This is an optimization exercise on Yosys and OpenROAD, whose aim is small area, a short achievable clock period and few clock cycles, not a production implementation.
The RTL was checked by simulation tests, not by an equivalence proof against the original design.
Power and IR drop assume default switching activity.

Setup of yarrow:
==> flow/design.v <==
`default_nettype none
package bsw_pkg;
  localparam int CFG_W     = 15;   
  localparam int CFG_IDX_W = 1;    
  localparam int COLOUR_W  = 17;   
  localparam int BYTE_W    = 8;
  localparam int PIXEL_W     = 3 * COLOUR_W;
  localparam int FILE_WORD_W = BYTE_W + 2;
  localparam int MAX_DIMENSION_DEFAULT = 16384;
endpackage
`default_nettype wire
`default_nettype none
module bmp24_stream_writer #(
  parameter int MAX_DIMENSION = bsw_pkg::MAX_DIMENSION_DEFAULT
) (
  input  wire logic                          clk,
  input  wire logic                          rst,
  input  wire logic                          cfg_write,
  input  wire logic [bsw_pkg::CFG_IDX_W-1:0] cfg_index,
  input  wire logic [bsw_pkg::CFG_W-1:0]     cfg_data,
  input  wire logic                          pixel_valid,
  output logic                               pixel_stall,
  input  wire logic [bsw_pkg::PIXEL_W-1:0]   pixel,
  output logic                               file_valid,
  input  wire logic                          file_stall,
  output logic [bsw_pkg::FILE_WORD_W-1:0]    file_word
);
  function automatic logic [14:0] clamp_dim(input logic [14:0] v);
    if (v[14] && (v[13:0] != '0)) clamp_dim = 15'h4000;
    else if (v == '0)             clamp_dim = 15'd1;
    else                          clamp_dim = v;
  endfunction
  function automatic logic [5:0] inc6(input logic [5:0] x);
    for (int i = 0; i < 6; i++) inc6[i] = x[i] ^ (&(x | ~((6'd1 << i) - 6'd1)));
  endfunction
  function automatic logic [8:0] to_ad(input logic [16:0] v);
    logic [7:0] a;
    logic [7:0] b;
    logic       ge;
    a   = v[15:8];
    b   = v[7:0];
    ge  = (a >= b);
    to_ad = {a | {8{v[16]}}, ge && (a != 8'd0) && !v[16]};
  endfunction
  function automatic logic [7:0] ad_byte(input logic [8:0] ad);
    for (int i = 0; i < 8; i++)
      ad_byte[i] = ad[i+1] ^ (ad[0] && ((ad[8:1] & ((8'd1 << i) - 8'd1)) == 8'd0));
  endfunction
  logic [14:0] w_q;
  logic [14:0] h_q;
  logic [14:0] cfg_clamped;
  assign cfg_clamped = clamp_dim(cfg_data);
  always_ff @(posedge clk) begin
    if (rst) begin
      w_q <= 15'd1;
      h_q <= 15'd1;
    end else if (cfg_write) begin
      if (cfg_index) h_q <= cfg_clamped;
      else           w_q <= cfg_clamped;
    end
  end
  logic [14:0] x;
  logic [15:0] y;
  logic        mborrow;
  logic [3:0]  mcnt;
  logic        rbit;
  logic        rborrow;
  logic [15:0] msum;
  logic        mdone;
  logic        madd;
  logic [14:0] wsel;
  logic        mstart;
  logic        hdr;        
  logic [15:0] add_a;
  logic [15:0] add_b;
  logic        w_one;
  logic        h_one;
  logic        c_initx;
  logic        c_inity;
  logic        c_col;
  logic        c_row;
  logic        col_last;
  logic        row_last;
  logic        hv;         
  logic        accept;
  logic        pend;       
  logic        clq;        
  logic        size_out;   
  logic [5:0] pos;
  logic       heoi;        
  logic       emit;
  assign rborrow = (~y[0] & y[2]) | (~(y[0] ^ y[2]) & mborrow);
  assign rbit    = y[1] ^ y[3] ^ rborrow;
  always_comb begin
    if (c_initx || (c_col && clq)) add_a = {1'b0, w_q};
    else if (c_inity)              add_a = {1'b0, h_q};
    else if (c_row)                add_a = y;
    else                           add_a = {1'b0, x};
  end
  assign add_b   = mdone ? 16'hFFFF : {1'b0, h_q & {15{madd}}};
  assign msum    = add_a + add_b;
  assign w_one    = (w_q == 15'd1);
  assign h_one    = (h_q == 15'd1);
  assign col_last = hdr ? w_one : (x == 15'd0);
  assign row_last = hdr ? h_one : (y == 16'd0);
  assign accept   = pixel_valid && !hv;
  assign mstart   = cfg_write || (pend && heoi);
  assign wsel     = (cfg_write && !cfg_index) ? cfg_clamped : w_q;
  assign size_out = emit && (pos == 6'd5) && !heoi;
  always_ff @(posedge clk) begin
    if (rst) begin
      x       <= 15'd0;
      y       <= {14'd14, 2'b00};
      mborrow <= 1'b0;
      mcnt    <= 4'd0;
      mdone   <= 1'b1;
      madd    <= 1'b0;
    end else if (mstart) begin
      x       <= 15'd13;
      y       <= {1'b0, wsel};
      mborrow <= 1'b0;
      mcnt    <= 4'd14;
      mdone   <= 1'b0;
      madd    <= wsel[0] ^ wsel[2];
    end else if (!mdone) begin
      x       <= msum[15:1];
      y       <= {msum[0], y[15:1]};
      mborrow <= rborrow;
      mcnt    <= mcnt - 4'd1;
      mdone   <= (mcnt == 4'd1);
      madd    <= rbit && (mcnt != 4'd1);
    end else if (c_initx || c_col) begin
      x       <= msum[14:0];
    end else if (c_inity || c_row) begin
      y       <= msum;
    end
  end
  always_ff @(posedge clk) begin
    if (rst) begin
      c_initx <= 1'b0;
      c_inity <= 1'b0;
      c_col   <= 1'b0;
      c_row   <= 1'b0;
    end else begin
      c_initx <= size_out;
      c_inity <= c_initx;
      c_col   <= c_inity || (pend && pos[5] && !heoi);
      c_row   <= c_col && clq;
    end
  end
  always_ff @(posedge clk) begin
    if (rst) begin
      hdr  <= 1'b1;
      pend <= 1'b0;
    end else begin
      pend <= accept;
      if (accept) hdr <= col_last && row_last;
    end
    if (accept) clq <= col_last;
  end
  logic [8:0] hb;
  logic [8:0] hg;
  logic [8:0] hr;
  logic [1:0] hpad;
  logic [8:0] cb;
  logic [8:0] psel;
  logic [7:0] pbyte;
  logic       adv;
  logic       is_last;
  logic [7:0] nbyte;
  logic       ov;
  logic [7:0] od;
  logic       ol;
  logic       oe;
  assign cb      = to_ad(pixel[16:0]);
  assign psel    = accept ? cb : (pos[1] ? (pos[0] ? hg : hb) : hr);
  assign pbyte   = ad_byte(psel);
  assign adv     = !ov || !file_stall;
  assign emit    = hv && adv && (mdone || pos != 6'd2);
  assign is_last = (pos[5:2] == 4'b1110) && (pos[1:0] == hpad);
  always_comb begin
    unique case (pos)
      6'd0:  nbyte = 8'h42;
      6'd1:  nbyte = 8'h4D;
      6'd2:  nbyte = heoi ? 8'h3A : {y[7:2], 2'b10};
      6'd3:  nbyte = heoi ? 8'h00 : y[15:8];
      6'd4:  nbyte = heoi ? 8'h00 : x[7:0];
      6'd5:  nbyte = heoi ? 8'h00 : {1'b0, x[14:8]};
      6'd10: nbyte = 8'd54;
      6'd14: nbyte = 8'd40;
      6'd18: nbyte = heoi ? 8'h01 : w_q[7:0];
      6'd19: nbyte = heoi ? 8'h00 : {1'b0, w_q[14:8]};
      6'd22: nbyte = heoi ? 8'h01 : h_q[7:0];
      6'd23: nbyte = heoi ? 8'h00 : {1'b0, h_q[14:8]};
      6'd26: nbyte = 8'd1;
      6'd28: nbyte = 8'd24;
      6'd54: nbyte = pbyte;
      6'd55: nbyte = pbyte;
      6'd56: nbyte = pbyte;
      default: nbyte = 8'h00;
    endcase
  end
  always_ff @(posedge clk) begin
    if (rst) begin
      hv <= 1'b0;
      ov <= 1'b0;
    end else if (accept) begin
      hv <= 1'b1;
      if (adv) ov <= 1'b1;
    end else if (emit) begin
      ov <= 1'b1;
      if (is_last) hv <= 1'b0;
    end else if (adv) begin
      ov <= 1'b0;
    end
  end
  always_ff @(posedge clk) begin
    if (accept) begin
      hb   <= cb;
      hg   <= to_ad(pixel[33:17]);
      hr   <= to_ad(pixel[50:34]);
      hpad <= col_last ? w_q[1:0] : 2'd0;
      heoi <= col_last && row_last;
      pos  <= hdr ? {5'd0, adv} : (adv ? 6'd55 : 6'd54);
    end else if (emit) begin
      pos  <= inc6(pos);
    end
  end
  always_ff @(posedge clk) begin
    if (accept) begin
      if (adv) begin
        od <= hdr ? 8'h42 : pbyte;
        ol <= 1'b0;
        oe <= 1'b0;
      end
    end else if (emit) begin
      od <= nbyte;
      ol <= is_last;
      oe <= is_last && heoi;
    end
  end
  assign pixel_stall = hv;
  assign file_valid  = ov;
  assign file_word   = {od, ol, oe};
endmodule
`default_nettype wire
export LEC_CHECK = 0
export CAP_MARGIN = 20
export CORE_MARGIN = 2
export CORE_UTILIZATION = 60
export CTS_BUF_LIST = sky130_fd_sc_hd__clkbuf_4 sky130_fd_sc_hd__clkbuf_8
export CTS_CLUSTER_DIAMETER = 100
export CTS_CLUSTER_SIZE = 40
export SETUP_SLACK_MARGIN = 4.5
export SLEW_MARGIN = 20
create_clock -name core_clock -period 7.5 [get_ports {clk}]
standard.sh (not shown) runs the stock make flow with config.mk's settings and CLKGATE_MAP_FILE= SYNTH_SCRIPT=/design/flow/synth_recipe.tcl, a recipe that flattens the netlist after the stock synthesis.
==> flow/flow/run.sh <==
#!/bin/bash
# The standard layout, with plain buffers (instead of the default delay
# buffers) on the ports. Each tool's output goes to a log in this folder.
set -euo pipefail
export BUFFER_PORTS_ARGS="-buffer_cell sky130_fd_sc_hd__buf_1"
bash standard.sh finish > make_finish.log 2>&1
yarrow has completed all stages; timing, DRC and antenna checks passed.
Testbench counts of yarrow, summed over its fixed seeds: cycles 195,569.
## Diff of input files: raven against yarrow
- CTS_CLUSTER_SIZE no longer set, was 40
- CORE_UTILIZATION now 40, was 60
- CTS_CLUSTER_DIAMETER no longer set, was 100
- CTS_BUF_LIST no longer set, was sky130_fd_sc_hd__clkbuf_4 sky130_fd_sc_hd__clkbuf_8
-- flow/flow/run.sh --
<<< yarrow, line 5
export BUFFER_PORTS_ARGS="-buffer_cell sky130_fd_sc_hd__buf_1"
>>> raven, line 5
export BUFFER_PORTS_ARGS="-buffer_cell sky130_fd_sc_hd__buf_2"
Results
raven went all the way through the flow, and no timing, DRC or antenna check failed. Compared raven vs yarrow, and non-clock buffer count is up in raven. raven reports its critical path's slowest cell as sky130_fd_sc_hd__ha_4 while yarrow reports sky130_fd_sc_hd__o31a_1. Where post-route total power is concerned, yarrow is better than raven. The cell-internal power reported for raven is greater than that of yarrow by 0.17 mW. From yarrow to raven the numbers moved as follows: wire length of the first global-routing pass grew by 2.5 mm, share of cell area taken by multi-input logic gates moved down.
Setup changes, raven to quartz
- putting CTS_CLUSTER_SIZE at 40 where nothing was set
- putting CTS_CLUSTER_DIAMETER at 100 where nothing was set
- putting CTS_BUF_LIST at sky130_fd_sc_hd__clkbuf_4 sky130_fd_sc_hd__clkbuf_8 where nothing was set
Notes after the runs:
The well-tap cell count of raven and that of quartz are within noise of each other.
Arrival time at the worst endpoint in quartz is 40 ps higher than in raven
[compare] base=raven new=quartz: combinational power rose about 1%; post-layout minimum cycle time moved up; total number of cells along the worst setup path closely matched the old numbers.
Note that the power recorded for quartz amounts to 0.903 times the value seen in raven.
met3 wire length grows by a few percent when moving from raven to quartz.
Compared with raven, quartz ends up with less cell area.
Cell area power density: quartz < raven
quartz vs raven: period utilization up in quartz
In quartz the fraction of final layout cells with drive strength greater than 1 turned out 0.16 points higher than in raven.
Setup changes, quartz to ember
- swapping 4.5 for 5.0 in SETUP_SLACK_MARGIN
- ember finished end to end and its layout was clean on timing, DRC and antenna.
- Relative contribution of the clock network to total power delta for ember relative to quartz: 1.4 points higher
- [ember] minimum clock period fell 45 ps relative to quartz
- Final hold slack, ember and quartz: lower on quartz
- Floorplan die width delta (quartz -> ember): insignificant
- Fraction of area in clock buffers and inverters was lower in the run labelled quartz.
- Sort ember and quartz by number of placed instances, taps included, ascending, and ember comes first.
- Row critical path depth: ember higher / quartz lower
- [compare] base=quartz new=ember: transition time at the pin with the least slew margin dropped 190 ps, post-route total power climbed 10%.
The following lists how xenon was set up differently from ember:
- SETUP_SLACK_MARGIN: 5.0 -> 4.0
-- flow/flow/run.sh --
<<< ember, line 5
export BUFFER_PORTS_ARGS="-buffer_cell sky130_fd_sc_hd__buf_2"
>>> xenon, line 5
export BUFFER_PORTS_ARGS="-buffer_cell sky130_fd_sc_hd__buf_1"
==> comparison <==
Clock insertion delay at the later pin of the skew report: ember vs xenon — no meaningful difference. Routability congestion estimate: ember and xenon compared, higher one is xenon. What ember reported for switching power has to be multiplied by 0.875 to get the figure for xenon. The final wirelength of xenon falls short of that of ember by 3.0 mm.

what the ideal ports hide:
How much do the figures lean on ideal ports? The routed layouts below were timed once more, with nothing changed but the port constraints.
Step 1, drivers: a clkbuf_16 drives clk and a buf_2 each remaining input, both assumed.
Step 2 times the ports against the registers' clock, not the clock port: input delays grow and output delays shrink by t, the midpoint of the rising clock arrivals with the driver on.
Three values: no drivers, after step 1, after step 2; two values: the first two.
run	t, ns	setup slack, ns	latest minus earliest clock arrival (ns)	pins driven straight from the clock port
yarrow	0.496	4.400 / 4.392 / 3.896	0.014 / 0.013	1
raven	0.470	4.449 / 4.453 / 3.985	0.009 / 0.010	1
quartz	0.504	4.410 / 4.412 / 3.908	0.020 / 0.019	1
ember	0.489	4.455 / 4.442 / 3.952	0.015 / 0.015	1
xenon	0.485	4.152 / 4.152 / 3.813	0.018 / 0.018	1
After both steps setup and hold are still met in every run listed. The setup slack of yarrow, which loses most, moves by -0.008 ns with the drivers and by -0.504 ns with both steps.
